Source: an optimization exercise on an open RTL-to-GDS flow (aim: small area). Production flows keep margins and buffers that such runs may drop.
At most, simulation tests tie the RTL to the original design; equivalence was not proved.
No functional check of the RTL was part of run 3.
Power is estimated from default activity; no workload was simulated. The clock port is modelled as an ideal driver; clocking choices that lean on that would not hold on a real chip.

$ cat flow/config.mk
export PLATFORM = sky130hd
export DESIGN_NAME = alu_wb_top
export DESIGN_NICKNAME = alu_wb_top
export VERILOG_FILES = /design/flow/design.v
export SDC_FILE = /design/flow/constraint.sdc
export NUM_CORES = 4
export LEC_CHECK = 0
export CAP_MARGIN = 0
export CORE_MARGIN = 2
export CORE_UTILIZATION = 72
export CTS_BUF_LIST = sky130_fd_sc_hd__clkbuf_16
export CTS_CLUSTER_DIAMETER = 100
export CTS_CLUSTER_SIZE = 30
export SLEW_MARGIN = 0
export SYNTH_HIERARCHICAL = 1
$ cat flow/constraint.sdc
create_clock -name core_clock -period 7.0 [get_ports {clk}]
set_input_delay 1.4000 -clock core_clock [delete_from_list [all_inputs] [get_ports {clk}]]
set_output_delay 1.4000 -clock core_clock [all_outputs]
set_load 0.01 [all_outputs]
$ cat flow/design.v
`default_nettype none
package exe_pkg;
	localparam int DATA_W  = 32;                     
	localparam int REG_AW  = 5;                      
	localparam int NREGS   = 2**REG_AW;
endpackage
`default_nettype wire
`default_nettype none
import exe_pkg::*;
module alu_add (
	input  logic [DATA_W-1:0]   a,
	input  logic [DATA_W-1:0]   b,
	input  logic                cin,
	output logic [DATA_W-1:0]   sum,
	output logic [DATA_W-1:0]   g,
	output logic [DATA_W-1:0]   p
);
	localparam int NG = DATA_W / 4;
	logic [NG:0]        gc;           
	logic [DATA_W-1:0]  c;            
	logic [NG-1:0]      gg;
	logic [NG-1:0]      gp;
	assign g = a & b;
	assign p = a ^ b;
	always_comb begin
		gc[0] = cin;
		for (int k = 0; k < NG; k++) begin
			gg[k] = g[4*k+3] | (p[4*k+3] & g[4*k+2]) | (p[4*k+3] & p[4*k+2] & g[4*k+1])
			      | (p[4*k+3] & p[4*k+2] & p[4*k+1] & g[4*k]);
			gp[k] = p[4*k+3] & p[4*k+2] & p[4*k+1] & p[4*k];
			gc[k+1] = gg[k] | (gp[k] & gc[k]);
			c[4*k]   = gc[k];
			c[4*k+1] = g[4*k] | (p[4*k] & gc[k]);
			c[4*k+2] = g[4*k+1] | (p[4*k+1] & g[4*k]) | (p[4*k+1] & p[4*k] & gc[k]);
			c[4*k+3] = g[4*k+2] | (p[4*k+2] & g[4*k+1]) | (p[4*k+2] & p[4*k+1] & g[4*k])
			         | (p[4*k+2] & p[4*k+1] & p[4*k] & gc[k]);
		end
	end
	assign sum = p ^ c;
endmodule
module alu_sel4 (
	input  logic [3:0] s,
	input  logic [3:0] d,
	output logic       y
);
	assign y = |(s & d);
endmodule
module alu_shr4 #(
	parameter int STEP = 1
) (
	input  logic [DATA_W-1:0]   x,
	input  logic                fill,
	input  logic [3:0]          sel,
	output logic [DATA_W-1:0]   y
);
	for (genvar i = 0; i < DATA_W; i++) begin : g_bit
		logic [3:0] src;
		for (genvar k = 0; k < 4; k++) begin : g_src
			if (i + k*STEP < DATA_W) begin : g_in
				assign src[k] = x[i + k*STEP];
			end else begin : g_fill
				assign src[k] = fill;
			end
		end
		alu_sel4 u_sel (.s(sel), .d(src), .y(y[i]));
	end
endmodule
module alu_shr (
	input  logic [DATA_W-1:0]   x,
	input  logic                fill,
	input  logic [3:0]          sh,
	output logic [DATA_W-1:0]   y
);
	logic [DATA_W-1:0] st1;
	logic [3:0]        sel1;
	logic [3:0]        sel2;
	always_comb begin
		for (int k = 0; k < 4; k++) begin
			sel1[k] = (sh[1:0] == 2'(k));
			sel2[k] = (sh[3:2] == 2'(k));
		end
	end
	alu_shr4 #(.STEP(1)) u_st1 (.x(x),   .fill(fill), .sel(sel1), .y(st1));
	alu_shr4 #(.STEP(4)) u_st2 (.x(st1), .fill(fill), .sel(sel2), .y(y));
endmodule
module alu_ybit6 (
	input  logic [5:0] s,
	input  logic [5:0] d,
	output logic       y_n
);
	assign y_n = ~|(s & d);
endmodule
module alu_ybit7 (
	input  logic [6:0] s,
	input  logic [6:0] d,
	output logic       y_n
);
	assign y_n = ~|(s & d);
endmodule
module alu_unit (
	input  logic [3:0]          op,
	input  logic [DATA_W-1:0]   a,
	input  logic [DATA_W-1:0]   b,
	output logic [DATA_W-1:0]   y_n,                
	output logic                illegal
);
	logic                sub;
	logic [DATA_W-1:0]   bx;
	logic [DATA_W-1:0]   sum;
	logic [DATA_W-1:0]   g;
	logic [DATA_W-1:0]   p;
	logic                lt;
	logic [DATA_W-1:0]   shr_in;
	logic [DATA_W-1:0]   shr;
	logic                fill;
	logic                s_add, s_g, s_p, s_sll, s_sr;
	logic                s_sr0, s_sr1, s_sl0, s_sl1;
	assign illegal = op[3] & (op[2] | op[1]);
	assign sub = op[3] | (op[2:0] == 3'd1);
	assign bx  = b ^ {DATA_W{sub}};
	alu_add u_add (
		.a    (a),
		.b    (bx),
		.cin  (sub),
		.sum  (sum),
		.g    (g),
		.p    (p)
	);
	assign lt = (a[DATA_W-1] ^ b[DATA_W-1]) ? (op[0] ? b[DATA_W-1] : a[DATA_W-1]) : sum[DATA_W-1];
	always_comb begin
		for (int i = 0; i < DATA_W; i++) begin
			shr_in[i] = op[1] ? a[i] : a[DATA_W-1-i];
		end
	end
	assign fill = op[1] & op[0] & a[DATA_W-1];
	alu_shr u_shr (
		.x    (shr_in),
		.fill (fill),
		.sh   (b[3:0]),
		.y    (shr)
	);
	assign s_add = (op[3:1] == 3'd0);
	assign s_g   = (op[3:1] == 3'd1);                        
	assign s_p   = (op == 4'd3) | (op == 4'd4);              
	assign s_sll = (op == 4'd5);
	assign s_sr  = (op[3:1] == 3'd3);
	assign s_sr0 = s_sr & !b[4];
	assign s_sr1 = s_sr & b[4];
	assign s_sl0 = s_sll & !b[4];
	assign s_sl1 = s_sll & b[4];
	for (genvar i = 0; i < DATA_W; i++) begin : g_y
		if (i == 0) begin : g_lt
			alu_ybit7 u_y (
				.s   ({s_add, s_g, s_p, s_sr0, s_sr1, s_sl0, op[3]}),
				.d   ({sum[i], g[i], p[i], shr[i], shr[i+16], shr[DATA_W-1-i], lt}),
				.y_n (y_n[i])
			);
		end else if (i < 16) begin : g_lo
			alu_ybit6 u_y (
				.s   ({s_add, s_g, s_p, s_sr0, s_sr1, s_sl0}),
				.d   ({sum[i], g[i], p[i], shr[i], shr[i+16], shr[DATA_W-1-i]}),
				.y_n (y_n[i])
			);
		end else begin : g_hi
			alu_ybit7 u_y (
				.s   ({s_add, s_g, s_p, s_sr0, s_sr1, s_sl0, s_sl1}),
				.d   ({sum[i], g[i], p[i], shr[i], fill, shr[DATA_W-1-i], shr[DATA_W-1-i+16]}),
				.y_n (y_n[i])
			);
		end
	end
endmodule
`default_nettype wire
`default_nettype none
import exe_pkg::*;
module slot_store (
	input  logic                clk,
	input  logic [2*DATA_W-1:0] d,
	output logic [2*DATA_W-1:0] q
);
	always_ff @(posedge clk) begin
		q <= d;
	end
endmodule
module wb_buffer (
	input  logic                clk,
	input  logic                reset_,
	input  logic                flush,
	input  logic                issue_valid,
	input  logic [REG_AW-1:0]   issue_rd,
	input  logic [DATA_W-1:0]   alu_y_n,            
	input  logic                alu_illegal,
	output logic                issue_ready,
	input  logic                ext_valid,
	output logic                head_valid,
	output logic                head_sel,           
	output logic [2*REG_AW-1:0] slot_rd,
	output logic [2*DATA_W-1:0] slot_data,
	output logic [1:0]          slot_exc
);
	logic [2*DATA_W-1:0]  data_d;
	logic [1:0]           slot_we;
	logic           res_v;         
	logic           cnt1;          
	logic           cnt2;          
	logic           cred_ret;      
	logic           wp;
	logic           rp;
	logic           accept;
	logic           pop;
	logic           inc;
	logic           dec;
	assign issue_ready = !(cnt2 | (cnt1 & (res_v | cred_ret)) | (res_v & cred_ret));
	assign accept      = issue_valid & issue_ready & !flush;
	assign head_valid  = cnt1;
	assign pop         = cnt1 & !ext_valid;
	assign inc = res_v & !pop;
	assign dec = pop & !res_v;
	assign head_sel = rp;
	assign slot_we  = {issue_ready & wp, issue_ready & !wp};
	for (genvar s = 0; s < 2; s++) begin : g_slot
		for (genvar j = 0; j < DATA_W; j++) begin : g_bit
			rf_bit_next u_next (
				.q    (slot_data[s*DATA_W + j]),
				.we_n (!slot_we[s]),
				.wd_n (alu_y_n[j]),
				.d    (data_d[s*DATA_W + j])
			);
		end
	end
	slot_store u_store (
		.clk  (clk),
		.d    (data_d),
		.q    (slot_data)
	);
	always_ff @(posedge clk) begin
		for (int s = 0; s < 2; s++) begin
			if (slot_we[s]) begin
				slot_rd[s*REG_AW +: REG_AW] <= issue_rd;
				slot_exc[s]                 <= alu_illegal;
			end
		end
	end
	always_ff @(posedge clk or negedge reset_) begin
		if (!reset_) begin
			res_v    <= 1'b0;
			cnt1     <= 1'b0;
			cnt2     <= 1'b0;
			cred_ret <= 1'b0;
			wp       <= 1'b0;
			rp       <= 1'b0;
		end else if (flush) begin
			res_v    <= 1'b0;
			cnt1     <= 1'b0;
			cnt2     <= 1'b0;
			cred_ret <= 1'b0;
			wp       <= 1'b0;
			rp       <= 1'b0;
		end else begin
			res_v    <= accept;
			cnt1     <= cnt2 | (cnt1 & !dec) | inc;
			cnt2     <= (cnt2 & !dec) | (cnt1 & inc);
			cred_ret <= pop;
			wp       <= wp ^ accept;
			rp       <= rp ^ pop;
		end
	end
endmodule
`default_nettype wire
`default_nettype none
import exe_pkg::*;
module rf_store (
	input  logic                        clk,
	input  logic [(NREGS-1)*DATA_W-1:0] d,
	output logic [(NREGS-1)*DATA_W-1:0] q
);
	always_ff @(posedge clk) begin
		q <= d;
	end
endmodule
module rf_bit_next (
	input  logic q,
	input  logic we_n,
	input  logic wd_n,
	output logic d
);
	assign d = ~((we_n | wd_n) & ~(we_n & q));
endmodule
module rf_aoi3 (
	input  logic [2:0] s,
	input  logic [2:0] d,
	output logic       y_n
);
	assign y_n = ~|(s & d);
endmodule
module rf_read (
	input  logic [(NREGS-1)*DATA_W-1:0] q,
	input  logic [NREGS-1:1]            sel,
	output logic [DATA_W-1:0]           y
);
	localparam int NGRP = (NREGS - 1 + 2) / 3;
	logic [NGRP-1:0] grp_n [DATA_W];
	for (genvar j = 0; j < DATA_W; j++) begin : g_bit
		for (genvar k = 0; k < NGRP; k++) begin : g_grp
			logic [2:0] s3;
			logic [2:0] d3;
			for (genvar t = 0; t < 3; t++) begin : g_term
				if (3*k + t + 1 < NREGS) begin : g_on
					assign s3[t] = sel[3*k + t + 1];
					assign d3[t] = q[(3*k + t)*DATA_W + j];
				end else begin : g_off
					assign s3[t] = 1'b0;
					assign d3[t] = 1'b0;
				end
			end
			if (3*k + 3 < NREGS) begin : g_full
				rf_aoi3 u_aoi (
					.s   (s3),
					.d   (d3),
					.y_n (grp_n[j][k])
				);
			end else begin : g_part
				assign grp_n[j][k] = ~|(s3 & d3);
			end
		end
		assign y[j] = ~&grp_n[j];
	end
endmodule
module reg_writeback (
	input  logic                clk,
	input  logic                reset_,
	input  logic                head_valid,
	input  logic                head_sel,
	input  logic [2*REG_AW-1:0] slot_rd,
	input  logic [2*DATA_W-1:0] slot_data,
	input  logic [1:0]          slot_exc,
	input  logic                ext_valid,
	input  logic [REG_AW-1:0]   ext_rd,
	input  logic [DATA_W-1:0]   ext_data,
	output logic                commit_valid,
	output logic [REG_AW-1:0]   commit_rd,
	output logic [DATA_W-1:0]   commit_data,
	output logic                exc_valid,
	input  logic [REG_AW-1:0]   reg_raddr,
	output logic [DATA_W-1:0]   reg_rdata
);
	logic [(NREGS-1)*DATA_W-1:0]  rf_q;
	logic [(NREGS-1)*DATA_W-1:0]  rf_d;
	logic [NREGS-1:1]             written;
	logic [NREGS-1:1]             we;
	logic [NREGS-1:1]             rsel;
	logic               head_exc;
	logic               wr_en;
	logic [REG_AW-1:0]  wr_rd;
	logic [DATA_W-1:0]  wr_data;
	logic [DATA_W-1:0]  wr_data_n;
	logic [2:0]         wd_sel;
	assign head_exc = head_sel ? slot_exc[1] : slot_exc[0];
	assign wr_en    = ext_valid | (head_valid & !head_exc);
	assign wr_rd    = ext_valid ? ext_rd
	                : head_sel  ? slot_rd[REG_AW +: REG_AW] : slot_rd[0 +: REG_AW];
	assign wd_sel = {ext_valid, !ext_valid & head_sel, !ext_valid & !head_sel};
	for (genvar j = 0; j < DATA_W; j++) begin : g_wd
		rf_aoi3 u_wd (
			.s   (wd_sel),
			.d   ({ext_data[j], slot_data[DATA_W + j], slot_data[j]}),
			.y_n (wr_data_n[j])
		);
	end
	assign wr_data = ~wr_data_n;
	always_comb begin
		for (int i = 1; i < NREGS; i++) begin
			we[i]   = wr_en & (wr_rd == REG_AW'(i));
			rsel[i] = written[i] & (reg_raddr == REG_AW'(i));
		end
	end
	for (genvar i = 1; i < NREGS; i++) begin : g_row
		for (genvar j = 0; j < DATA_W; j++) begin : g_bit
			rf_bit_next u_next (
				.q    (rf_q[(i-1)*DATA_W + j]),
				.we_n (!we[i]),
				.wd_n (wr_data_n[j]),
				.d    (rf_d[(i-1)*DATA_W + j])
			);
		end
	end
	rf_store u_store (
		.clk  (clk),
		.d    (rf_d),
		.q    (rf_q)
	);
	rf_read u_read (
		.q    (rf_q),
		.sel  (rsel),
		.y    (reg_rdata)
	);
	always_ff @(posedge clk or negedge reset_) begin
		if (!reset_) begin
			written <= '0;
		end else begin
			written <= written | we;
		end
	end
	always_ff @(posedge clk or negedge reset_) begin
		if (!reset_) begin
			commit_valid <= 1'b0;
			exc_valid    <= 1'b0;
		end else begin
			commit_valid <= wr_en;                               
			exc_valid    <= head_valid & !ext_valid & head_exc;
		end
	end
	always_ff @(posedge clk) begin
		commit_rd   <= wr_rd;
		commit_data <= wr_data;
	end
endmodule
`default_nettype wire
`default_nettype none
import exe_pkg::*;
module alu_wb_top (
	input  logic                clk,
	input  logic                reset_,
	input  logic                flush,
	input  logic                issue_valid,
	input  logic [3:0]          issue_op,
	input  logic [31:0]         issue_a,
	input  logic [31:0]         issue_b,
	input  logic [4:0]          issue_rd,
	output logic                issue_ready,
	input  logic                ext_valid,
	input  logic [4:0]          ext_rd,
	input  logic [31:0]         ext_data,
	output logic                commit_valid,
	output logic [4:0]          commit_rd,
	output logic [31:0]         commit_data,
	output logic                exc_valid,
	output logic [1:0]          exc_code,
	input  logic [4:0]          reg_raddr,
	output logic [31:0]         reg_rdata
);
	logic [DATA_W-1:0]   alu_y_n;
	logic                alu_illegal;
	logic                head_valid;
	logic                head_sel;
	logic [2*REG_AW-1:0] slot_rd;
	logic [2*DATA_W-1:0] slot_data;
	logic [1:0]          slot_exc;
	assign exc_code = 2'd1;
	alu_unit u_alu (
		.op            (issue_op),
		.a             (issue_a),
		.b             (issue_b),
		.y_n           (alu_y_n),
		.illegal       (alu_illegal)
	);
	wb_buffer u_buf (
		.clk           (clk),
		.reset_        (reset_),
		.flush         (flush),
		.issue_valid   (issue_valid),
		.issue_rd      (issue_rd),
		.alu_y_n       (alu_y_n),
		.alu_illegal   (alu_illegal),
		.issue_ready   (issue_ready),
		.ext_valid     (ext_valid),
		.head_valid    (head_valid),
		.head_sel      (head_sel),
		.slot_rd       (slot_rd),
		.slot_data     (slot_data),
		.slot_exc      (slot_exc)
	);
	reg_writeback u_wb (
		.clk           (clk),
		.reset_        (reset_),
		.head_valid    (head_valid),
		.head_sel      (head_sel),
		.slot_rd       (slot_rd),
		.slot_data     (slot_data),
		.slot_exc      (slot_exc),
		.ext_valid     (ext_valid),
		.ext_rd        (ext_rd),
		.ext_data      (ext_data),
		.commit_valid  (commit_valid),
		.commit_rd     (commit_rd),
		.commit_data   (commit_data),
		.exc_valid     (exc_valid),
		.reg_raddr     (reg_raddr),
		.reg_rdata     (reg_rdata)
	);
endmodule
`default_nettype wire
$ cat flow/flow/run.sh
#!/bin/bash
# The standard layout, with plain buf_1 cells as the port buffers.
export BUFFER_PORTS_ARGS="-buffer_cell sky130_fd_sc_hd__buf_1"
bash standard.sh > standard.log 2>&1
$ cat flow/standard.sh
#!/bin/bash
# synth_recipe.tcl (not shown) runs the flow's synth.tcl, then flattens the netlist and writes it again
# the make line also repeats each setting of config.mk as NAME=value (left out here)
make -C /OpenROAD-flow-scripts/flow DESIGN_CONFIG=/design/flow/config.mk WORK_HOME=/design/flow/orfs CLKGATE_MAP_FILE= SYNTH_SCRIPT=/design/flow/synth_recipe.tcl "${@:-finish}"
==> flow_metrics.py, run 1 <==
metrics = {
    "run_status": {
        "outcome": "timing/DRC/antenna clean",
    },
    "place": {
        "place_area_mm2": 0.0450,
        "dp_hpwl_um": 88900,
        "numPortBuffers": 191,
        "gp_congestion": 1.04,
    },
    "clocking": {
        "root_buffer": "clkbuf_16",
        "clkTransAtPathRegs_ns": 0.10,
        "cts_buffers": 44,
        "ctsHoldBuffers": 0,
        "clockBufferDepth": 3,
        "cts_tree": "built",
        "cts_htree_levels": 2,
        "cts_setup_buffers": 0,
        "ctsResizeCount": 0,
        "clock_latency_ns": 0.66,
        "cts_sinks": 1144,
    },
    "die": {
        "start_util": 0.726,
        "core-area_mm2": 0.0588,
        "die_x_um": 247,
        "ioPinCount": 194,
        "die_area_mm2": 0.0612,
        "die_y_um": 247,
        "num_rows": 89,
    },
    "detailed_routing": {
        "via_count": 39600,
        "vias_per_cell": 7.04,
        "wirelength_um": 145000,
        "first_pass_iters": 11,
        "final_antenna_net_count": 0,
        "drc": 0,
        "post_drt_wl_per_cell_um": 25.8,
        "first_iter_violations": 6090,
    },
    "timing": {
        "fmax_mhz": 168,
        "maxSlewViolCount": 0,
        "max-slew-margin-rel": 0.0779,
        "setup_viol": 0,
        "min_period_ns": 5.96,
        "rsz0062_at_grt": "false",
        "worstMarginPinSlew_ns": 1.38,
        "hold-worst-slack_ns": 0.453,
        "setup-tns-final_ns": 0,
        "hold_viol_final": 0,
        "skew_ns": 0.0364,
        "finalCritPeriodShare": 0.852,
    },
    "setup_path": {
        "worst_ep_required_time_ns": 5.60,
        "reg2regPathDepth": 7,
        "cp_max_fo": 23,
        "crit_path_end_kind": "primary output",
        "reg2reg_from": "u_buf.rp",
        "rrSetupSlack_ns": 3.08,
        "crit_start": "reg_raddr[1]",
        "path_class": "primary input to primary output",
        "crit_arrival_ns": 4.56,
        "start_kind": "primary input",
        "worstReg2RegEnd": "u_wb.u_store.q[57]",
    },
    "hold_path": {
        "min_from": "u_wb.u_store.q[728]",
        "min_path_type": "flop to flop",
        "min_to": "u_wb.u_store.q[728]",
        "whs_path_depth": 2,
    },
    "power": {
        "leakage_nw": 17.6,
        "ir_drop_mv": 0.336,
        "power.density_mw_per_mm2": 336,
    },
    "global_routing": {
        "grt_pass1_wl_um": 215000,
        "grt_pass1_vias": 36700,
        "grt_max_degree": 66,
        "grt_overflow": 0,
        "antenna_found_initial": 11,
        "track_usage": 0.461,
    },
    "layout": {
        "layout_commonest_cell": "nand2_1",
        "area_growth_pct": 8.37,
        "fin_nets": 4994,
        "layout-drive-gt1-share": 0.0570,
        "final_cell_mix": "nand2_1, dfxtp_1, o21ai_1",
        "fin_area_mm2": 0.0462,
    },
    "synthesis": {
        "yosysWarnings": 15,
        "synth_area_mm2": 0.0427,
        "avgSynthCellArea_um2": 9.42,
        "synth_cells": 4529,
        "synth-seq-cells": 1144,
        "synth-main-ff-cell": "dfxtp_1",
        "ys_seq_area_frac": 0.544,
        "synthArstFlopShare": 0.0341,
        "syn-num-nets": 4689,
        "synth-edff-count": 12,
        "synth.distinct_cells": 73,
    },
    "flow_run": {
        "maxCapViolations": 0,
    },
}
==> power breakdown <==
group / internal, mW / switching (mW) / total, mW
clock network: 1.19 / 1.96 / 3.15
registers: 8.42 / 0.981 / 9.41
logic: 1.14 / 1.85 / 2.99
total: 10.8 / 4.80 / 15.5
==> worst max path at each step <==
stage / end / slack (ns)
detailed placement: u_buf.u_store.q[29] / 0.81
floorplan: u_buf.u_store.q[61] / 1.82
CTS: reg_rdata[17] / 1.24
global route: reg_rdata[17] / 1.01
global placement: u_buf.u_store.q[61] / 0.89
finish: reg_rdata[17] / 1.04
==> synth_stat cells (all sizes together) (7+ instances only) <==
cell    instances  area share
nand2        1196        0.11
dfxtp        1093        0.51
o21ai        1068        0.13
a222oi        369       0.087
a22oi         208       0.037
nand4          65      0.0095
and3           59      0.0087
inv            50      0.0046
xnor2          42      0.0088
a21o           39      0.0069
dfrtp          39       0.023
a2111o         32      0.0084
ha             32      0.0094
mux2           31      0.0082
nor2           28      0.0025
a21oi          22      0.0030
buf            20      0.0037
xor2           13      0.0027
edfxtp         12      0.0084
nor2b           9      0.0013
fa              8      0.0038
nand3           8     0.00094
nor4            8      0.0040
and4            7      0.0014
==> registers in the layout (all words and copies together) (netlist names) <==
signal             cells
u_buf.res_v            1
u_buf.cnt1             1
u_wb.commit_rd         5
u_buf.rp               1
u_buf.wp               1
u_buf.u_store.q       64
u_buf.slot_rd         10
u_wb.written          31
u_wb.commit_data      32
u_buf.slot_exc         2
u_wb.u_store.q       992
u_wb.commit_valid      1
u_wb.exc_valid         1
u_buf.cred_ret         1
u_buf.cnt2             1
==> logic make-up (layout without fill, tap and decap cells) <==
| group | after synthesis | in the layout | share of synthesized area |
|---|---|---|---|
| flops | 1144 | 1144 | 0.544 |
| mux | 37 | 37 | 0.00959 |
| fa+ha+maj | 42 | 42 | 0.0136 |
| buf+inv | 73 | 388 | 0.00862 |
| compound gates | 1761 | 1761 | 0.273 |
| other cells | 2 | 9 | 0.000176 |
| xor+xnor | 55 | 55 | 0.0115 |
| simple gates | 1415 | 1415 | 0.140 |
==> metal layers <==
layer  share of wire  global-route usage  up-vias
met1            0.36               0.578    18200
met2            0.43               0.694     2651
met3            0.14               0.134      692
li1                -                   -    18000
met5         0.00062                   0        -
met4           0.074               0.305       12
==> modules after synthesis (local to each module, per instance), a selection <==
module	cell area [um2]	flops+latches	times used
alu_ybit7	31.3	0	17
alu_sel4	18.8	0	64
alu_unit	842	0	1
alu_add	1330	0	1
rf_aoi3	10.0	0	352
rf_store	19900	992	1
alu_ybit6	28.8	0	15
==> final cells by class <==
type	count	area, um2
clock buffer	45	1130
timing repair buffer	282	1400
clock inverter	11	78.8
fill	4249	12600
sequential	1144	23200
tap	773	967
multi-input combinational	3312	19200
inverter	50	198
antenna	7	17.5
==> worst max-delay path, cell delays in order <==
cell and delay [ns]:
buf_1 0.46, and3b_1 0.31, and3_1 1.11, buf_4 0.39
a222oi_1 0.13, nand4_1 0.27, a2111o_1 0.15, buf_1 0.33
==> through the flow <==
stage          worst slack, ns  cells  total power [mW]  utilization
2_1_floorplan             1.82   4529              11.3            -
3_3_place_gp             0.894   5561              12.1        0.766
3_5_place_dp             0.810   5561              12.4        0.766
6_report                  1.04   5624              15.5        0.786
4_1_cts                   1.24   5617              15.4        0.786
5_1_grt                   1.01   5620              16.3        0.786
==> inputs of run 2 (changes only) <==
--- a/flow/config.mk
+++ b/flow/config.mk
@@ -7,7 +7,7 @@
 export LEC_CHECK = 0
 export CAP_MARGIN = 0
 export CORE_MARGIN = 2
-export CORE_UTILIZATION = 72
+export CORE_UTILIZATION = 65
 export CTS_BUF_LIST = sky130_fd_sc_hd__clkbuf_16
 export CTS_CLUSTER_DIAMETER = 100
 export CTS_CLUSTER_SIZE = 30
==> run 2 against run 1 <==
Against the previous run: via count decreased by 2.9%; sequential share of layout area shrank 0.083 points; worst hold slack gained 0.00072 ns; die area grew 11%; critical path depth did not move; power decreased by 0.37%; largest power group unchanged.
==> flow_metrics.py, run 2 <==
metrics = {
    "die": {
        "num_rows": 93,
        "start_util": 0.659,
        "die_y_um": 260,
        "die_x_um": 260,
        "die_area_mm2": 0.0677,
        "core-area_mm2": 0.0647,
        "ioPinCount": 194,
    },
    "synthesis": {
        "synthArstFlopShare": 0.0341,
        "avgSynthCellArea_um2": 9.42,
        "synth_top_family_by_area": "compound AO/OA/AOI/OAI gates",
        "yosysWarnings": 15,
        "synth-edff-count": 12,
        "synth_top_area_cell": "dfxtp_1",
        "synthAdderAreaFrac": 0.0136,
        "yosysMostFrequentCell": "nand2_1",
        "synth_area_mm2": 0.0427,
        "synthTopCellsByArea": "dfxtp_1, o21ai_1, nand2_1",
        "synth-main-ff-cell": "dfxtp_1",
        "synth-xor-area-share": 0.0115,
        "syn-num-nets": 4689,
        "synth_top_area_share": 0.513,
        "synth.distinct_cells": 73,
        "synth-seq-cells": 1144,
        "synth_compound_area_frac": 0.273,
        "synth_cells": 4529,
        "synth.top_cells.by_count": "nand2_1, dfxtp_1, o21ai_1, a222oi_1, a22oi_1",
        "synth-simple-area-share": 0.140,
        "synthMuxAreaShare": 0.00959,
        "ys_seq_area_frac": 0.544,
    },
    "layout": {
        "utilization": 0.716,
        "fin_nets": 4994,
        "largest_reg_flops": 992,
        "regMostFlops": "u_wb.u_store.q",
        "final_cells": 5699,
        "final_cell_mix": "nand2_1, dfxtp_1, o21ai_1",
        "layout-drive-gt1-share": 0.0576,
        "reg_top3": "u_wb.u_store.q: 992 flops, u_buf.u_store.q: 64 flops, u_wb.commit_data: 32 flops",
        "layout_commonest_cell": "nand2_1",
        "area_growth_pct": 8.55,
    },
    "run_status": {
        "outcome": "timing/DRC/antenna clean",
    },
    "power": {
        "switching_share": 0.306,
        "clkPwrFrac": 0.204,
        "leakage_nw": 17.6,
        "p_switching_mw": 4.74,
        "power.density_mw_per_mm2": 334,
        "ir_drop_mv": 0.288,
        "p_comb_frac": 0.190,
        "internal_power_mw": 10.8,
        "p_seq_frac": 0.606,
    },
    "timing": {
        "hold_viol_final": 0,
        "min_period_ns": 5.87,
        "rsz0062_at_grt": "false",
        "finalCritPeriodShare": 0.839,
        "maxSlewViolCount": 0,
        "setup-tns-final_ns": 0,
        "setup_viol": 0,
        "fmax_mhz": 170,
        "skew_ns": 0.0457,
        "worstMarginPinSlew_ns": 1.26,
        "max-slew-margin-rel": 0.156,
    },
    "global_routing": {
        "antenna_found_initial": 6,
        "grt_overflow": 0,
        "track_usage": 0.405,
        "grt_max_degree": 66,
        "grt_pass1_vias": 35200,
        "grt_pass1_wl_um": 211000,
    },
    "detailed_routing": {
        "routed.top_layer": "met5",
        "first_pass_iters": 13,
        "wirelength_um": 140000,
        "vias_per_cell": 6.74,
        "first_iter_violations": 5977,
        "m1WireLength_um": 55800,
        "wl_met2_um": 61600,
        "post_drt_wl_per_cell_um": 24.6,
        "dr_wl_met3_um": 15800,
        "drc": 0,
        "via_count": 38400,
        "final_antenna_net_count": 0,
    },
    "clocking": {
        "clock_latency_ns": 0.65,
        "clockBufferDepth": 3,
        "root_buffer": "clkbuf_16",
        "cts_htree_levels": 2,
        "cts_buffers": 44,
        "ctsHoldBuffers": 0,
        "clkTransAtPathRegs_ns": 0.11,
        "cts_tree": "built",
        "ctsResizeCount": 0,
        "cts_setup_buffers": 0,
        "cts_sinks": 1144,
    },
    "hold_path": {
        "min_path_type": "flop to flop",
    },
    "setup_path": {
        "crit_path_end_kind": "primary output",
        "path_delay_family": "simple AND/OR/NAND/NOR gates",
        "start_kind": "primary input",
        "cpPeakStageDelay_ns": 0.95,
        "slowest_stage": "and3_1",
        "path_cells": "buf_1 > and3b_1 > and3_1 > buf_4 > a222oi_1 > nand4_1 > a2111o_1 > buf_1",
        "cpMostUsedCell": "buf_1",
        "path_class": "primary input to primary output",
        "worst_ep_required_time_ns": 5.60,
        "cp_max_fo": 17,
        "crit_arrival_ns": 4.47,
        "critPathBufInv": 3,
    },
    "flow_run": {
        "maxCapViolations": 0,
    },
    "place": {
        "numPortBuffers": 191,
        "placed_cells": 5643,
        "dp_hpwl_um": 85700,
        "gp_congestion": 0.976,
    },
}
==> run 2: cell counts after synthesis <==
Identical to the previous run, type by type.
==> run 2: cells by family after synthesis <==
group           after synthesis
fa+ha+maj                    42
flops                      1144
compound gates             1761
other cells                   2
xor+xnor                     55
mux                          37
buf+inv                      73
simple gates               1415
==> run 2: final cells by class <==
type / instances / area [um2]
diodes: 2 / 5.00
clock buffers: 45 / 1130
clock inverters: 9 / 71.3
fillers: 5319 / 18400
inverters: 50 / 198
multi-input cells: 3312 / 19200
flip-flops and latches: 1144 / 23200
well taps: 855 / 1070
repair buffers: 282 / 1400
==> run 2: Yosys stat by module (local to each module, per instance), excerpt <==
module | copies in the design | area [um2] | cells inside | flip-flops and latches
rf_bit_next | 1056 | 8.76 | 2 | 0
alu_sel4 | 64 | 18.8 | 3 | 0
alu_add | 1 | 1330 | 155 | 0
wb_buffer | 1 | 632 | 37 | 18
reg_writeback | 1 | 2790 | 257 | 70
alu_ybit6 | 15 | 28.8 | 4 | 0
rf_read | 1 | 915 | 131 | 0
alu_ybit7 | 17 | 31.3 | 4 | 0
alu_shr | 1 | 57.6 | 8 | 0
rf_aoi3 | 352 | 10.0 | 1 | 0
alu_wb_top | 1 | 22.5 | 4 | 0
alu_unit | 1 | 842 | 97 | 0
slot_store | 1 | 1280 | 64 | 64
==> run 2: stage by stage <==
| step | cell area, um2 | total power, mW | worst slack [ns] | hold WS [ns] |
|---|---|---|---|---|
| final | 46300 | 15.5 | 1.13 | 0.454 |
| after global routing | 46300 | 16.3 | 1.15 | 0.467 |
| after CTS | 46300 | 15.4 | 1.36 | 0.456 |
| after detailed placement | 45100 | 12.4 | 1.00 | 0.436 |
| after global placement | 45100 | 12.2 | 1.05 | 0.430 |
| after floorplan | 42700 | 11.3 | 1.82 | 0.420 |
==> run 2: path summary, 6_finish.rpt <==
kind / start / endpoint / slack [ns] / cells past startpoint
setup reg to reg: u_buf.rp / u_wb.u_store.q[80] / 3.45 / 8
hold / removal: u_wb.u_store.q[157] / u_wb.u_store.q[157] / 0.45 / 2
min in group asynchronous: reset_ / u_wb.written[8] / 0.92 / 1
max in group asynchronous: reset_ / u_buf.cnt1 / 5.43 / 1
setup / recovery: reg_raddr[1] / reg_rdata[12] / 1.13 / 8
hold reg to reg: u_wb.u_store.q[157] / u_wb.u_store.q[157] / 0.45 / 2
==> run 2: power by group through the flow <==
stage | Sequential, mW | Clock (mW) | Combinational, mW
finish | 9.39 | 3.15 | 2.95
global route | 9.58 | 3.39 | 3.32
CTS | 9.35 | 3.17 | 2.88
detailed placement | 9.49 | 0 | 2.88
global placement | 9.44 | 0 | 2.74
floorplan | 9.26 | 0 | 2.07
==> run 2: worst reg2reg max path, delay by kind of cell (launching register included) <==
family	cells	cell delay, ns
AOI/OAI and AO/OA	2	0.36
buffers and inverters	2	0.62
DFF	1	0.65
muxes	1	0.35
and+or+nand+nor	3	1.45
==> run 2: layer usage <==
metal  global-route usage  up-vias
li1                     -    18100
met1                0.544    17800
met2                0.637     2111
met3               0.0807      412
met4                0.181        6
met5                    0        -
==> inputs of run 3 (changes only) <==
--- a/flow/design.v
+++ b/flow/design.v
@@ -39,18 +39,21 @@
 	assign sum = p ^ c;
 endmodule
 module alu_sel4 (
-	input  logic [3:0] s,
+	input  logic [3:0] s_n,
 	input  logic [3:0] d,
 	output logic       y
 );
-	assign y = |(s & d);
+	logic [1:0] h;
+	assign h[0] = ~((s_n[0] | d[0]) & (s_n[1] | d[1]));
+	assign h[1] = ~((s_n[2] | d[2]) & (s_n[3] | d[3]));
+	assign y    = ~|h;
 endmodule
 module alu_shr4 #(
 	parameter int STEP = 1
 ) (
 	input  logic [DATA_W-1:0]   x,
 	input  logic                fill,
-	input  logic [3:0]          sel,
+	input  logic [3:0]          sel_n,              
 	output logic [DATA_W-1:0]   y
 );
 	for (genvar i = 0; i < DATA_W; i++) begin : g_bit
@@ -62,7 +65,7 @@
 				assign src[k] = fill;
 			end
 		end
-		alu_sel4 u_sel (.s(sel), .d(src), .y(y[i]));
+		alu_sel4 u_sel (.s_n(sel_n), .d(src), .y(y[i]));
 	end
 endmodule
 module alu_shr (
@@ -72,16 +75,16 @@
 	output logic [DATA_W-1:0]   y
 );
 	logic [DATA_W-1:0] st1;
-	logic [3:0]        sel1;
-	logic [3:0]        sel2;
+	logic [3:0]        sel1_n;
+	logic [3:0]        sel2_n;
 	always_comb begin
 		for (int k = 0; k < 4; k++) begin
-			sel1[k] = (sh[1:0] == 2'(k));
-			sel2[k] = (sh[3:2] == 2'(k));
+			sel1_n[k] = (sh[1:0] != 2'(k));
+			sel2_n[k] = (sh[3:2] != 2'(k));
 		end
 	end
-	alu_shr4 #(.STEP(1)) u_st1 (.x(x),   .fill(fill), .sel(sel1), .y(st1));
-	alu_shr4 #(.STEP(4)) u_st2 (.x(st1), .fill(fill), .sel(sel2), .y(y));
+	alu_shr4 #(.STEP(1)) u_st1 (.x(x),   .fill(fill), .sel_n(sel1_n), .y(st1));
+	alu_shr4 #(.STEP(4)) u_st2 (.x(st1), .fill(fill), .sel_n(sel2_n), .y(y));
 endmodule
 module alu_ybit6 (
 	input  logic [5:0] s,
==> run 3 against run 2 <==
Against the previous run: still clean; register-to-register slack lost 0.34 ns; clock skew grew 0.0070 ns; final cell count grew 0.12%; sequential power grew 0.7%; design area shrank 0.29%; combinational power grew 3%; clock-buffer cell count grew 1; maximum frequency shrank 1.3%; critical path type unchanged.
==> flow_metrics.py, run 3 <==
metrics = {
    "run_status": {
        "outcome": "timing/DRC/antenna clean",
    },
    "timing": {
        "maxSlewViolCount": 0,
        "setup_viol": 0,
        "min_period_ns": 5.95,
        "setup-tns-final_ns": 0,
        "worstMarginPinSlew_ns": 1.22,
        "fmax_mhz": 168,
        "max-slew-margin-rel": 0.184,
        "skew_ns": 0.0527,
        "hold_viol_final": 0,
        "rsz0062_at_grt": "false",
        "finalCritPeriodShare": 0.850,
    },
    "setup_path": {
        "slowest_stage": "a2111o_1",
        "cpPeakStageDelay_ns": 0.54,
        "reg2regPathDepth": 8,
        "critPathBufInv": 3,
        "cpMostUsedCell": "buf_1",
        "path_delay_family": "simple AND/OR/NAND/NOR gates",
        "cp_max_fo": 20,
        "path_cells": "buf_1 > nor3b_1 > and3_1 > buf_4 > a222oi_1 > nand4_1 > a2111o_1 > buf_1",
        "crit_arrival_ns": 4.55,
        "worst_ep_required_time_ns": 5.60,
        "start_kind": "primary input",
        "path_class": "primary input to primary output",
        "crit_path_end_kind": "primary output",
        "cp.depth": 8,
    },
    "global_routing": {
        "grt_max_degree": 66,
        "grt_pass1_wl_um": 208000,
        "antenna_found_initial": 7,
        "track_usage": 0.405,
        "grt_overflow": 0,
        "grt_pass1_vias": 34500,
    },
    "detailed_routing": {
        "first_pass_iters": 9,
        "final_antenna_net_count": 0,
        "wirelength_um": 141000,
        "first_iter_violations": 6201,
        "vias_per_cell": 6.73,
        "via_count": 38400,
        "drc": 0,
        "post_drt_wl_per_cell_um": 24.7,
    },
    "layout": {
        "largest_reg_flops": 992,
        "regMostFlops": "u_wb.u_store.q",
        "layout-drive-gt1-share": 0.0564,
        "fin_nets": 4994,
        "reg_top3": "u_wb.u_store.q: 992 flops, u_buf.u_store.q: 64 flops, u_wb.commit_data: 32 flops",
        "final_cells": 5706,
        "area_growth_pct": 8.67,
        "layout_commonest_cell": "nand2_1",
        "final_cell_mix": "nand2_1, dfxtp_1, o21ai_1",
    },
    "clocking": {
        "clock_latency_ns": 0.66,
        "ctsHoldBuffers": 0,
        "cts_setup_buffers": 0,
        "cts_htree_levels": 2,
        "clkTransAtPathRegs_ns": 0.09,
        "clockBufferDepth": 3,
        "cts_sinks": 1144,
        "cts_buffers": 44,
        "ctsResizeCount": 0,
        "root_buffer": "clkbuf_16",
        "cts_tree": "built",
    },
    "place": {
        "gp_congestion": 0.996,
        "numPortBuffers": 191,
        "placed_cells": 5643,
        "dp_hpwl_um": 88200,
    },
    "die": {
        "die_y_um": 260,
        "core-area_mm2": 0.0646,
        "num_rows": 93,
        "start_util": 0.658,
        "die_x_um": 260,
        "die_area_mm2": 0.0674,
        "ioPinCount": 194,
    },
    "synthesis": {
        "synth_top_area_cell": "dfxtp_1",
        "synth_area_mm2": 0.0425,
        "synth-edff-count": 12,
        "synth_cells": 4529,
        "synth.distinct_cells": 72,
        "synthTopCellsByArea": "dfxtp_1, o21ai_1, nand2_1",
        "ys_seq_area_frac": 0.546,
        "synth.top_cells.by_count": "nand2_1, dfxtp_1, o21ai_1, a222oi_1, o22ai_1",
        "yosysWarnings": 15,
        "synth-seq-cells": 1144,
        "syn-num-nets": 4689,
        "synthArstFlopShare": 0.0341,
        "synth_top_area_share": 0.515,
        "avgSynthCellArea_um2": 9.38,
        "yosysMostFrequentCell": "nand2_1",
        "synth-main-ff-cell": "dfxtp_1",
    },
    "power": {
        "power.density_mw_per_mm2": 339,
        "leakage_nw": 17.4,
        "ir_drop_mv": 0.314,
    },
    "hold_path": {
        "whs_path_depth": 2,
        "min_path_type": "flop to flop",
    },
    "flow_run": {
        "maxCapViolations": 0,
    },
}
## run 3: cell types whose count changed after synthesis
| cell | change |
|---|---|
| a22oi_1 | -128 |
| o22ai_1 | +128 |
| nand2_1 | -62 |
| nor2_1 | +62 |
| and2b_2 | -4 |
| nand2b_1 | +4 |
| and2_2 | -2 |
| or2_1 | +2 |
## run 3: per-stage QoR
step / power [mW] / area (um2) / setup slack (ns) / hold WS, ns / utilization
2_1_floorplan: 11.4 / 42500 / 1.82 / 0.420 / -
3_3_place_gp: 12.3 / 44900 / 0.976 / 0.430 / 0.696
3_5_place_dp: 12.5 / 44900 / 0.912 / 0.435 / 0.696
4_1_cts: 15.6 / 46200 / 1.31 / 0.455 / 0.715
5_1_grt: 16.4 / 46200 / 1.16 / 0.468 / 0.715
6_report: 15.6 / 46200 / 1.05 / 0.453 / 0.715
## run 3: worst register-to-register path, cell delays in order, from the launching register on
cell     delay, ns
dfrtp_1       0.72
mux2i_1       0.52
o21a_4        0.29
inv_4         0.10
nor4_4        0.65
nand2_2       0.83
buf_4         0.53
nand2_1       0.11
o21ai_1       0.06
## run 3: cell families after synthesis
family	synth area share
AO/OA/AOI/OAI	0.270
AND/OR/NAND/NOR	0.140
flip-flops	0.546
buffers and inverters	0.00866
XOR/XNOR	0.0115
adder cells (fa/ha/maj)	0.0137
multiplexers	0.00963
other	0.000177
## run 3: path summary, 6_finish.rpt
| kind | startpoint | to | slack, ns |
|---|---|---|---|
| max in group asynchronous | reset_ | u_wb.written[13] | 5.46 |
| min in group asynchronous | reset_ | u_wb.written[22] | 0.91 |
| worst min-delay path | u_buf.u_store.q[40] | u_buf.u_store.q[40] | 0.45 |
| worst min register to register | u_buf.u_store.q[40] | u_buf.u_store.q[40] | 0.45 |
| worst max register to register | u_buf.rp | u_wb.u_store.q[405] | 3.11 |
| worst max-delay path | reg_raddr[1] | reg_rdata[16] | 1.05 |
## run 3: routing by layer
| layer | global-route usage | routed length [um] | vias up |
|---|---|---|---|
| met2 | 0.625 | 62100 | 2134 |
| li1 | - | - | 18100 |
| met3 | 0.0867 | 16700 | 404 |
| met4 | 0.192 | 7180 | 2 |
| met5 | 0 | 14 | - |
| met1 | 0.543 | 54900 | 17800 |
## run 3: Yosys stat by module (local to each module, per instance), excerpt
module         cells inside  area [um2]
rf_bit_next               2        8.76
rf_read                 131         915
alu_sel4                  3        16.3
rf_store                992       19900
alu_add                 155        1330
alu_ybit6                 4        28.8
reg_writeback           257        2790
alu_shr                   8        45.0
alu_wb_top                4        22.5
rf_aoi3                   1        10.0
alu_ybit7                 4        31.3
## run 3: final cells by class
type                       instances  area [um2]
tap                              855        1070
clock inverter                     8        66.3
multi-input combinational       3312       19000
clock buffer                      46        1150
fill                            5217       18400
sequential                      1144       23200
inverter                          50         198
timing repair buffer             282        1400
antenna                            9        22.5
## run 3: where the power goes
group          switching [mW]  internal [mW]
Clock                    1.96           1.21
Sequential              0.983           8.47
Combinational            1.85           1.17
Total                    4.79           10.9
==> inputs of run 4 (changes only) <==
--- a/flow/design.v
+++ b/flow/design.v
@@ -86,6 +86,13 @@
 	alu_shr4 #(.STEP(1)) u_st1 (.x(x),   .fill(fill), .sel_n(sel1_n), .y(st1));
 	alu_shr4 #(.STEP(4)) u_st2 (.x(st1), .fill(fill), .sel_n(sel2_n), .y(y));
 endmodule
+module alu_sel2 (
+	input  logic [1:0] s,
+	input  logic [1:0] d,
+	output logic       y
+);
+	assign y = |(s & d);
+endmodule
 module alu_ybit6 (
 	input  logic [5:0] s,
 	input  logic [5:0] d,
@@ -130,10 +137,12 @@
 		.p    (p)
 	);
 	assign lt = (a[DATA_W-1] ^ b[DATA_W-1]) ? (op[0] ? b[DATA_W-1] : a[DATA_W-1]) : sum[DATA_W-1];
-	always_comb begin
-		for (int i = 0; i < DATA_W; i++) begin
-			shr_in[i] = op[1] ? a[i] : a[DATA_W-1-i];
-		end
+	for (genvar i = 0; i < DATA_W; i++) begin : g_rev
+		alu_sel2 u_rev (
+			.s   ({op[1], !op[1]}),
+			.d   ({a[i], a[DATA_W-1-i]}),
+			.y   (shr_in[i])
+		);
 	end
 	assign fill = op[1] & op[0] & a[DATA_W-1];
 	alu_shr u_shr (
==> flow/flow/run.sh (replaced) <==
#!/bin/bash
# The standard layout, with plain buf_1 cells as the port buffers and no
# dummy loads added by clock tree synthesis.
export BUFFER_PORTS_ARGS="-buffer_cell sky130_fd_sc_hd__buf_1"
export CTS_ARGS="-sink_clustering_enable -repair_clock_nets -sink_clustering_size 34 -sink_clustering_max_diameter 80 -buf_list sky130_fd_sc_hd__clkbuf_16 -dont_use_dummy_load"
bash standard.sh > standard.log 2>&1
--- a/flow/config.mk
+++ b/flow/config.mk
@@ -9,7 +9,7 @@
 export CORE_MARGIN = 2
 export CORE_UTILIZATION = 65
 export CTS_BUF_LIST = sky130_fd_sc_hd__clkbuf_16
-export CTS_CLUSTER_DIAMETER = 100
-export CTS_CLUSTER_SIZE = 30
+export CTS_CLUSTER_DIAMETER = 80
+export CTS_CLUSTER_SIZE = 34
 export SLEW_MARGIN = 0
 export SYNTH_HIERARCHICAL = 1
==> run 4 against run 3 <==
Against the previous run: still clean on timing, DRC and antenna; wire length shrank 1.9%; via count fell by 1.0%; clock skew up 0.039 ns; clock-buffer cell count shrank 5; first-iteration DRC count is 0.11% higher; sequential power is essentially flat; final cell count shrank 0.39%; largest cell class unchanged.
==> flow_metrics.py, run 4 <==
metrics = {
    "detailed_routing": {
        "first_pass_iters": 14,
        "wirelength_um": 138000,
        "final_antenna_net_count": 0,
        "first_iter_violations": 6208,
        "post_drt_wl_per_cell_um": 24.3,
        "via_count": 38000,
        "vias_per_cell": 6.69,
        "drc": 0,
    },
    "clocking": {
        "cts_buffers": 41,
        "root_buffer": "clkbuf_16",
        "cts_htree_levels": 2,
        "clkTransAtPathRegs_ns": 0.10,
        "ctsResizeCount": 0,
        "cts_sinks": 1144,
        "cts_tree": "built",
        "cts_setup_buffers": 0,
        "clock_latency_ns": 0.64,
        "ctsHoldBuffers": 0,
        "clockBufferDepth": 3,
    },
    "run_status": {
        "outcome": "timing/DRC/antenna clean",
    },
    "place": {
        "dp_hpwl_um": 84500,
        "place_area_mm2": 0.0449,
        "post-place-ws_ns": 1.11,
        "gp_congestion": 0.959,
        "numPortBuffers": 191,
    },
    "timing": {
        "maxSlewViolCount": 0,
        "fmax_mhz": 177,
        "worstMarginPinSlew_ns": 1.22,
        "hold_viol_final": 0,
        "skew_ns": 0.0920,
        "setup_viol": 0,
        "finalCritPeriodShare": 0.807,
        "min_period_ns": 5.65,
        "max-slew-margin-rel": 0.185,
        "hold-worst-slack_ns": 0.453,
        "setup-tns-final_ns": 0,
        "rsz0062_at_grt": "false",
        "setup_ws_ns": 1.35,
    },
    "die": {
        "die_x_um": 259,
        "die_area_mm2": 0.0673,
        "ioPinCount": 194,
        "num_rows": 93,
        "die_y_um": 259,
        "start_util": 0.658,
        "core-area_mm2": 0.0645,
    },
    "global_routing": {
        "antenna_found_initial": 7,
        "grt_overflow": 0,
        "grt_pass1_vias": 33900,
        "track_usage": 0.399,
        "grt_max_degree": 66,
        "grt_pass1_wl_um": 205000,
    },
    "power": {
        "ir_drop_mv": 0.326,
        "leakage_nw": 17.2,
        "power.density_mw_per_mm2": 336,
        "power_mw": 15.4,
    },
    "synthesis": {
        "synth_area_mm2": 0.0424,
        "synth.top_cells.by_count": "nand2_1, dfxtp_1, o21ai_1, a222oi_1, o22ai_1",
        "synth-seq-cells": 1144,
        "synth_cells": 4525,
        "synth-main-ff-cell": "dfxtp_1",
        "yosysMostFrequentCell": "nand2_1",
        "synthMuxAreaShare": 0.00142,
        "synth-simple-area-share": 0.141,
        "synth_top_family_by_area": "compound AO/OA/AOI/OAI gates",
        "synth-xor-area-share": 0.0114,
        "syn-num-nets": 4685,
        "synthTopCellsByArea": "dfxtp_1, o21ai_1, nand2_1",
        "synthAdderAreaFrac": 0.0137,
        "synthArstFlopShare": 0.0341,
        "avgSynthCellArea_um2": 9.37,
        "synth_top_area_cell": "dfxtp_1",
        "synth_compound_area_frac": 0.276,
        "synth-edff-count": 12,
        "yosysWarnings": 14,
        "synth_top_area_share": 0.516,
        "synth.distinct_cells": 68,
        "ys_seq_area_frac": 0.548,
    },
    "layout": {
        "reg_top3": "u_wb.u_store.q: 992 flops, u_buf.u_store.q: 64 flops, u_wb.commit_data: 32 flops",
        "final_cell_mix": "nand2_1, dfxtp_1, o21ai_1",
        "n_fill_cell": 5181,
        "regArea_mm2": 0.0232,
        "layout-drive-gt1-share": 0.0483,
        "fin_nets": 4989,
        "multi_input_area_mm2": 0.0190,
        "area_growth_pct": 8.23,
        "fin_area_mm2": 0.0459,
        "layout_commonest_cell": "nand2_1",
        "regMostFlops": "u_wb.u_store.q",
        "largest_reg_flops": 992,
    },
    "setup_path": {
        "start_kind": "primary input",
        "worst_ep_required_time_ns": 5.60,
        "crit_path_end_kind": "primary output",
        "cpPeakStageDelay_ns": 0.62,
        "path_cells": "buf_1 > nor2_1 > and3_2 > a222oi_1 > nand4_1 > a2111o_1 > buf_1",
        "path_class": "primary input to primary output",
        "cpMostUsedCell": "buf_1",
        "slowest_stage": "and3_2",
        "cp_max_fo": 32,
        "rrSetupSlack_ns": 3.27,
        "crit_arrival_ns": 4.25,
    },
    "flow_run": {
        "maxCapViolations": 0,
    },
    "hold_path": {
        "min_path_type": "flop to flop",
    },
}
-- run 4: cell types whose count changed after synthesis, sizes merged, moves of 2 or more --
cell / change
a22o: +32
mux2: -31
buf: -5
nor2b: +4
nor2: -3
a21o: -2
nand2b: -2
nand3: +2
-- run 4: per-module statistics from Yosys (local to each module, per instance), a selection --
| module | times used | flops+latches | cells |
|---|---|---|---|
| alu_wb_top | 1 | 0 | 4 |
| alu_ybit7 | 17 | 0 | 4 |
| alu_sel2 | 32 | 0 | 1 |
| rf_store | 1 | 992 | 992 |
| alu_shr | 1 | 0 | 8 |
| wb_buffer | 1 | 18 | 37 |
| rf_read | 1 | 0 | 131 |
| alu_sel4 | 64 | 0 | 3 |
| reg_writeback | 1 | 70 | 257 |
| alu_add | 1 | 0 | 157 |
| rf_bit_next | 1056 | 0 | 2 |
| alu_unit | 1 | 0 | 59 |
| alu_ybit6 | 15 | 0 | 4 |
| rf_aoi3 | 352 | 0 | 1 |
| slot_store | 1 | 64 | 64 |
-- run 4: stage by stage --
stage / cells / util
after detailed placement: 5641 / 0.696
after floorplan: 4525 / -
final: 5684 / 0.712
after CTS: 5682 / 0.712
after global routing: 5683 / 0.712
after global placement: 5641 / 0.696
-- run 4: power breakdown --
part	switching, mW	internal, mW	total, mW
registers	0.975	8.47	9.44
clock network	1.89	1.07	2.96
logic	1.84	1.17	3.01
total	4.71	10.7	15.4
-- run 4: routing by layer --
metal / share of wire / GRT usage / vias up
met5: 0.00033 / 0 / -
met4: 0.048 / 0.172 / 8
met3: 0.12 / 0.0759 / 352
met2: 0.43 / 0.609 / 2105
met1: 0.40 / 0.554 / 17500
li1: - / - / 18000
-- run 4: kinds of logic after synthesis --
| logic type | Yosys count |
|---|---|
| AO/OA/AOI/OAI | 1788 |
| AND/OR/NAND/NOR | 1419 |
| multiplexers | 6 |
| XOR/XNOR | 55 |
| buffers and inverters | 69 |
| flip-flops | 1144 |
| adder cells (fa/ha/maj) | 42 |
| other | 2 |
-- run 4: worst max-delay path, delay by kind of cell --
kind	cells	cell delay (ns)
simple gates	3	1.28
buf+inv	2	0.55
compound gates	2	0.99
-- run 4: cell type report --
cell class                      instances  share of cell area
Antenna cell                            2            0.000109
Clock buffer                           41              0.0224
Inverter                               51             0.00439
Multi-Input combinational cell       3312               0.414
Sequential cell                      1144               0.506
Tap cell                              855              0.0233
Timing Repair Buffer                  279              0.0301
-- run 4: path summary, 6_finish.rpt --
| path | endpoint | from | cells past startpoint |
|---|---|---|---|
| worst max-delay path | reg_rdata[23] | reg_raddr[1] | 7 |
| worst min-delay path | u_wb.u_store.q[814] | u_wb.u_store.q[814] | 2 |
| worst max register to register | u_wb.u_store.q[549] | u_buf.rp | 7 |
| worst min register to register | u_wb.u_store.q[814] | u_wb.u_store.q[814] | 2 |
| max in group asynchronous | u_wb.written[1] | reset_ | 1 |
| min in group asynchronous | u_wb.commit_valid | reset_ | 1 |
==> inputs of run 5 (changes only) <==
==> flow/flow/run.sh (replaced) <==
#!/bin/bash
# The standard layout, with plain buf_1 cells as the port buffers and no
# dummy loads added by clock tree synthesis.
export BUFFER_PORTS_ARGS="-buffer_cell sky130_fd_sc_hd__buf_1"
export CTS_ARGS="-sink_clustering_enable -repair_clock_nets -sink_clustering_size 30 -sink_clustering_max_diameter 100 -buf_list sky130_fd_sc_hd__clkbuf_16 -dont_use_dummy_load"
bash standard.sh > standard.log 2>&1
--- a/flow/config.mk
+++ b/flow/config.mk
@@ -9,7 +9,8 @@
 export CORE_MARGIN = 2
 export CORE_UTILIZATION = 65
 export CTS_BUF_LIST = sky130_fd_sc_hd__clkbuf_16
-export CTS_CLUSTER_DIAMETER = 80
-export CTS_CLUSTER_SIZE = 34
+export CTS_CLUSTER_DIAMETER = 100
+export CTS_CLUSTER_SIZE = 30
+export PLACE_DENSITY = 0.85
 export SLEW_MARGIN = 0
 export SYNTH_HIERARCHICAL = 1
==> run 5 against run 4 <==
Against the previous run: power up 1.2%; clock skew is 0.016 ns lower; clock power rose by 3%; first-iteration DRC count grew 8.1%; critical endpoint is now reg_rdata[1]; critical path type unchanged; largest cell class unchanged; critical path depth unchanged.
==> flow_metrics.py, run 5 <==
metrics = {
    "power": {
        "p_switching_mw": 4.81,
        "p_seq_frac": 0.608,
        "clkPwrFrac": 0.195,
        "internal_power_mw": 10.8,
        "ir_drop_mv": 0.217,
        "p_comb_frac": 0.197,
        "switching_share": 0.309,
        "power.density_mw_per_mm2": 339,
        "power_mw": 15.6,
        "leakage_nw": 17.4,
    },
    "clocking": {
        "cts_tree": "built",
        "cts_htree_levels": 2,
        "clkTransAtPathRegs_ns": 0.07,
        "cts_buffers": 44,
        "cts_setup_buffers": 0,
        "ctsResizeCount": 0,
        "root_buffer": "clkbuf_16",
        "clockBufferDepth": 3,
        "cts_sinks": 1144,
        "ctsHoldBuffers": 0,
        "clock_latency_ns": 0.63,
    },
    "layout": {
        "fin_area_mm2": 0.0460,
        "fin_nets": 5004,
        "final_cell_mix": "nand2_1, dfxtp_1, o21ai_1",
        "regMostFlops": "u_wb.u_store.q",
        "largest_reg_flops": 992,
        "area_growth_pct": 8.58,
        "layout_commonest_cell": "nand2_1",
        "final_cells": 5700,
        "reg_top3": "u_wb.u_store.q: 992 flops, u_buf.u_store.q: 64 flops, u_wb.commit_data: 32 flops",
        "n_fill_cell": 4978,
        "layout-drive-gt1-share": 0.0483,
    },
    "flow_run": {
        "maxCapViolations": 0,
    },
    "detailed_routing": {
        "via_count": 39300,
        "first_pass_iters": 10,
        "drc": 0,
        "post_drt_wl_per_cell_um": 24.1,
        "first_iter_violations": 6708,
        "wirelength_um": 137000,
        "final_antenna_net_count": 0,
        "vias_per_cell": 6.89,
    },
    "synthesis": {
        "synth_top_area_cell": "dfxtp_1",
        "synth.distinct_cells": 68,
        "synthTopCellsByArea": "dfxtp_1, o21ai_1, nand2_1",
        "synth-seq-cells": 1144,
        "synth_cells": 4525,
        "yosysWarnings": 14,
        "avgSynthCellArea_um2": 9.37,
        "synth_area_mm2": 0.0424,
        "synth-main-ff-cell": "dfxtp_1",
        "yosysMostFrequentCell": "nand2_1",
        "synth.top_cells.by_count": "nand2_1, dfxtp_1, o21ai_1, a222oi_1, o22ai_1",
        "synth-edff-count": 12,
        "synthArstFlopShare": 0.0341,
        "synth_top_area_share": 0.516,
        "syn-num-nets": 4685,
        "ys_seq_area_frac": 0.548,
    },
    "setup_path": {
        "cp_max_fo": 32,
        "crit_path_end_kind": "primary output",
        "worst_ep_required_time_ns": 5.60,
        "path_class": "primary input to primary output",
        "crit_arrival_ns": 4.43,
        "rrSetupSlack_ns": 3.36,
        "start_kind": "primary input",
    },
    "place": {
        "place_area_mm2": 0.0449,
        "numPortBuffers": 191,
        "dp_hpwl_um": 85200,
        "placed_cells": 5653,
        "gp_congestion": 1.01,
    },
    "timing": {
        "maxSlewViolCount": 0,
        "min_period_ns": 5.83,
        "finalCritPeriodShare": 0.832,
        "fmax_mhz": 172,
        "setup_viol": 0,
        "setup-tns-final_ns": 0,
        "skew_ns": 0.0761,
        "max-slew-margin-rel": 0.184,
        "worstMarginPinSlew_ns": 1.22,
        "rsz0062_at_grt": "false",
        "hold_viol_final": 0,
    },
    "die": {
        "die_area_mm2": 0.0673,
        "start_util": 0.658,
        "die_x_um": 259,
        "ioPinCount": 194,
        "num_rows": 93,
        "core-area_mm2": 0.0645,
        "die_y_um": 259,
    },
    "global_routing": {
        "grt_pass1_vias": 36400,
        "grt_max_degree": 66,
        "grt_overflow": 0,
        "track_usage": 0.396,
        "antenna_found_initial": 7,
        "grt_pass1_wl_um": 208000,
    },
    "hold_path": {
        "min_path_type": "flop to flop",
    },
    "run_status": {
        "outcome": "timing/DRC/antenna clean",
    },
}
-- run 5: cells by family after synthesis --
| family | Yosys count | share of synthesized area |
|---|---|---|
| flops | 1144 | 0.548 |
| other cells | 2 | 0.000177 |
| fa+ha+maj | 42 | 0.0137 |
| compound gates | 1788 | 0.276 |
| simple gates | 1419 | 0.141 |
| xor+xnor | 55 | 0.0114 |
| buf+inv | 69 | 0.00829 |
| mux | 6 | 0.00142 |
-- run 5: area by class of cell --
class                   instances  area [um2]  area share
diodes                          3        7.51    0.000163
clock buffers                  44        1100      0.0239
inverters                      51         201     0.00438
multi-input cells            3312       19000       0.412
flip-flops and latches       1144       23200       0.504
well taps                     855        1070      0.0232
repair buffers                291        1470      0.0319
-- run 5: worst paths after layout --
check	depth (start not counted)	endpoint	from
worst max register to register	8	u_wb.u_store.q[384]	u_buf.rp
max in group asynchronous	1	u_buf.cnt1	reset_
min in group asynchronous	1	u_wb.commit_valid	reset_
worst min-delay path	2	u_buf.u_store.q[32]	u_buf.u_store.q[32]
worst max-delay path	7	reg_rdata[1]	reg_raddr[1]
worst min register to register	2	u_buf.u_store.q[32]	u_buf.u_store.q[32]
-- run 5: metrics by stage --
| step | worst slack [ns] | hold slack [ns] | util |
|---|---|---|---|
| 2_1_floorplan | 1.23 | 0.420 | - |
| 3_3_place_gp | 1.36 | 0.430 | 0.697 |
| 3_5_place_dp | 1.26 | 0.436 | 0.697 |
| 4_1_cts | 1.56 | 0.451 | 0.714 |
| 5_1_grt | 1.12 | 0.465 | 0.714 |
| 6_report | 1.17 | 0.451 | 0.714 |
-- run 5: power groups by stage --
stage	logic, mW	registers, mW	clock network, mW
floorplan	2.11	9.32	0
global placement	2.81	9.48	0
detailed placement	2.98	9.57	0
CTS	3.00	9.44	3.04
global route	3.44	9.67	3.28
finish	3.07	9.49	3.04
-- run 5: worst max-delay path, cell delays in order --
cell and delay (ns):
buf_1 0.40, nor2_1 0.19, and3_2 0.62, a222oi_1 0.51, nand4_1 0.52, a2111o_1 0.61
buf_1 0.16
-- run 5: Yosys stat by module (local to each module, per instance), excerpt --
module | flip-flops and latches | area, um2
wb_buffer | 18 | 632
alu_ybit7 | 0 | 31.3
rf_bit_next | 0 | 8.76
rf_store | 992 | 19900
rf_aoi3 | 0 | 10.0
alu_wb_top | 0 | 22.5
alu_unit | 0 | 468
-- run 5: layer usage --
layer	GRT usage	wire [um]
met5	0	53
met1	0.513	51000
met3	0.0888	17300
met2	0.611	60300
met4	0.228	8480
==> inputs of run 6 (changes only) <==
--- a/flow/config.mk
+++ b/flow/config.mk
@@ -11,6 +11,5 @@
 export CTS_BUF_LIST = sky130_fd_sc_hd__clkbuf_16
 export CTS_CLUSTER_DIAMETER = 100
 export CTS_CLUSTER_SIZE = 30
-export PLACE_DENSITY = 0.85
 export SLEW_MARGIN = 0
 export SYNTH_HIERARCHICAL = 1
==> run 6 against run 5 <==
Against the previous run: still clean on timing, DRC and antenna; sequential cell count unchanged; maximum frequency increased by 4.0%; design area decreased by 0.15%; non-clock buffer count decreased by 12; first-iteration DRC count decreased by 4.5%; final cell count decreased by 0.19%; die area unchanged; via count decreased by 2.4%; critical path type unchanged; largest power group unchanged; highest routed layer unchanged.
==> flow_metrics.py, run 6 <==
metrics = {
    "layout": {
        "fin_nets": 4992,
        "layout_commonest_cell": "nand2_1",
        "utilization": 0.713,
        "largest_reg_flops": 992,
        "area_growth_pct": 8.42,
        "final_cell_mix": "nand2_1, dfxtp_1, o21ai_1",
    },
    "synthesis": {
        "synth-main-ff-cell": "dfxtp_1",
        "synth_area_mm2": 0.0424,
        "ys_seq_area_frac": 0.548,
        "synth-edff-count": 12,
        "synth.top_cells.by_count": "nand2_1, dfxtp_1, o21ai_1, a222oi_1, o22ai_1",
        "yosysWarnings": 14,
        "syn-num-nets": 4685,
        "synth_top_area_cell": "dfxtp_1",
        "yosysMostFrequentCell": "nand2_1",
        "synth_top_area_share": 0.516,
        "synthArstFlopShare": 0.0341,
        "avgSynthCellArea_um2": 9.37,
        "synth_cells": 4525,
    },
    "clocking": {
        "cts_buffers": 44,
        "ctsHoldBuffers": 0,
        "clockBufferDepth": 3,
        "ctsResizeCount": 0,
        "cts_sinks": 1144,
        "cts_setup_buffers": 0,
        "clkTransAtPathRegs_ns": 0.04,
        "cts_htree_levels": 2,
        "clock_latency_ns": 0.64,
    },
    "timing": {
        "setup_viol": 0,
        "skew_ns": 0.124,
        "min_period_ns": 5.60,
        "finalCritPeriodShare": 0.800,
        "setup-tns-final_ns": 0,
        "max-slew-margin-rel": 0.168,
        "fmax_mhz": 179,
        "maxSlewViolCount": 0,
        "rsz0062_at_grt": "false",
        "hold_viol_final": 0,
        "worstMarginPinSlew_ns": 1.24,
    },
    "setup_path": {
        "path_delay_family": "simple AND/OR/NAND/NOR gates",
        "start_kind": "primary input",
        "cpMostUsedCell": "buf_1",
        "slowest_stage": "and3_2",
        "cp_max_fo": 32,
        "rrSetupSlack_ns": 3.25,
        "cpPeakStageDelay_ns": 0.63,
        "critPathBufInv": 2,
        "worst_ep_required_time_ns": 5.60,
    },
    "run_status": {
        "outcome": "timing/DRC/antenna clean",
    },
    "detailed_routing": {
        "post_drt_wl_per_cell_um": 24.4,
        "final_antenna_net_count": 0,
        "via_count": 38300,
        "first_iter_violations": 6406,
        "vias_per_cell": 6.74,
        "wirelength_um": 139000,
    },
    "die": {
        "die_y_um": 259,
        "die_x_um": 259,
        "core-area_mm2": 0.0645,
        "num_rows": 93,
        "die_area_mm2": 0.0673,
        "ioPinCount": 194,
        "start_util": 0.658,
    },
    "global_routing": {
        "grt_overflow": 0,
        "grt_max_degree": 66,
    },
    "power": {
        "power_mw": 15.5,
        "power.density_mw_per_mm2": 337,
        "ir_drop_mv": 0.278,
    },
    "place": {
        "numPortBuffers": 191,
        "gp_congestion": 0.959,
    },
    "flow_run": {
        "maxCapViolations": 0,
    },
    "hold_path": {
        "min_path_type": "flop to flop",
    },
}
-- run 6: cell types whose count changed in the layout (fill, tap and decap cells not counted) --
cell and change:
and4b_1 -3, and4_1 -3, and3_1 -8, buf_4 -12
and4_2 +3, and3_2 +8, and4b_2 +3, diode_2 +1
-- run 6: per-module statistics from Yosys, one instance, submodules excluded, excerpt --
module / area, um2 / copies in the design / cells / flops+latches
alu_sel4: 16.3 / 64 / 3 / 0
alu_unit: 468 / 1 / 59 / 0
alu_ybit7: 31.3 / 17 / 4 / 0
reg_writeback: 2790 / 1 / 257 / 70
rf_bit_next: 8.76 / 1056 / 2 / 0
rf_read: 915 / 1 / 131 / 0
rf_store: 19900 / 1 / 992 / 992
slot_store: 1280 / 1 / 64 / 64
wb_buffer: 632 / 1 / 37 / 18
-- run 6: final cells by class --
class | count | area [um2]
Antenna cell | 4 | 10.0
Tap cell | 855 | 1070
Clock buffer | 44 | 1100
Fill cell | 5162 | 18500
Multi-Input combinational cell | 3312 | 19000
Sequential cell | 1144 | 23200
Inverter | 51 | 201
Timing Repair Buffer | 279 | 1380
-- run 6: worst paths after layout --
check | startpoint | end | depth (start not counted)
setup / recovery | reg_raddr[1] | reg_rdata[23] | 7
hold / removal | u_buf.u_store.q[58] | u_buf.u_store.q[58] | 2
setup reg to reg | u_buf.rp | u_wb.u_store.q[549] | 7
hold reg to reg | u_buf.u_store.q[58] | u_buf.u_store.q[58] | 2
max in group asynchronous | reset_ | u_wb.written[21] | 1
min in group asynchronous | reset_ | u_wb.commit_valid | 1
-- run 6: report_power, final --
part	leakage (nW)	total [mW]	switching (mW)	internal, mW
logic	7.13	3.01	1.85	1.17
clock network	0.542	3.05	1.91	1.14
registers	9.61	9.45	0.975	8.47
total	17.3	15.5	4.73	10.8
-- run 6: routing by layer --
| layer | part of all wire | vias up | wire length (um) | global-route usage |
|---|---|---|---|---|
| li1 | - | 18100 | - | - |
| met1 | 0.39 | 17600 | 54600 | 0.552 |
| met2 | 0.43 | 2209 | 60200 | 0.613 |
| met3 | 0.12 | 379 | 17200 | 0.0798 |
| met4 | 0.048 | 8 | 6590 | 0.173 |
| met5 | 0.0010 | - | 142 | 0.0114 |
-- run 6: kinds of logic (layout without fill, tap and decap cells) --
group / after synthesis / in the layout / share of synthesized area
AO/OA/AOI/OAI: 1788 / 1788 / 0.276
AND/OR/NAND/NOR: 1419 / 1419 / 0.141
flip-flops: 1144 / 1144 / 0.548
buffers and inverters: 69 / 374 / 0.00829
XOR/XNOR: 55 / 55 / 0.0114
adder cells (fa/ha/maj): 42 / 42 / 0.0137
multiplexers: 6 / 6 / 0.00142
other: 2 / 6 / 0.000177
-- run 6: per-stage QoR --
| step | setup WS [ns] | instances | hold slack [ns] | area [um2] |
|---|---|---|---|---|
| 4_1_cts | 1.58 | 5685 | 0.448 | 46000 |
| 3_5_place_dp | 1.11 | 5641 | 0.437 | 44900 |
| 2_1_floorplan | 1.23 | 4525 | 0.420 | 42400 |
| 5_1_grt | 1.28 | 5688 | 0.463 | 46000 |
| 3_3_place_gp | 1.27 | 5641 | 0.430 | 44900 |
| 6_report | 1.40 | 5689 | 0.451 | 46000 |
-- run 6: worst min-delay path, stage by stage, from the launching register on --
cell	delay, ns
dfxtp_1	0.30
nand2_1	0.05
o21ai_1	0.05

Check on run 6: ideal ports give 1.398 ns setup slack; a clkbuf_16 on the clock port and buf_2 on the inputs give 1.314 ns; moving port delays by the midpoint clock arrival (0.653 ns) as well gives 0.998 ns.
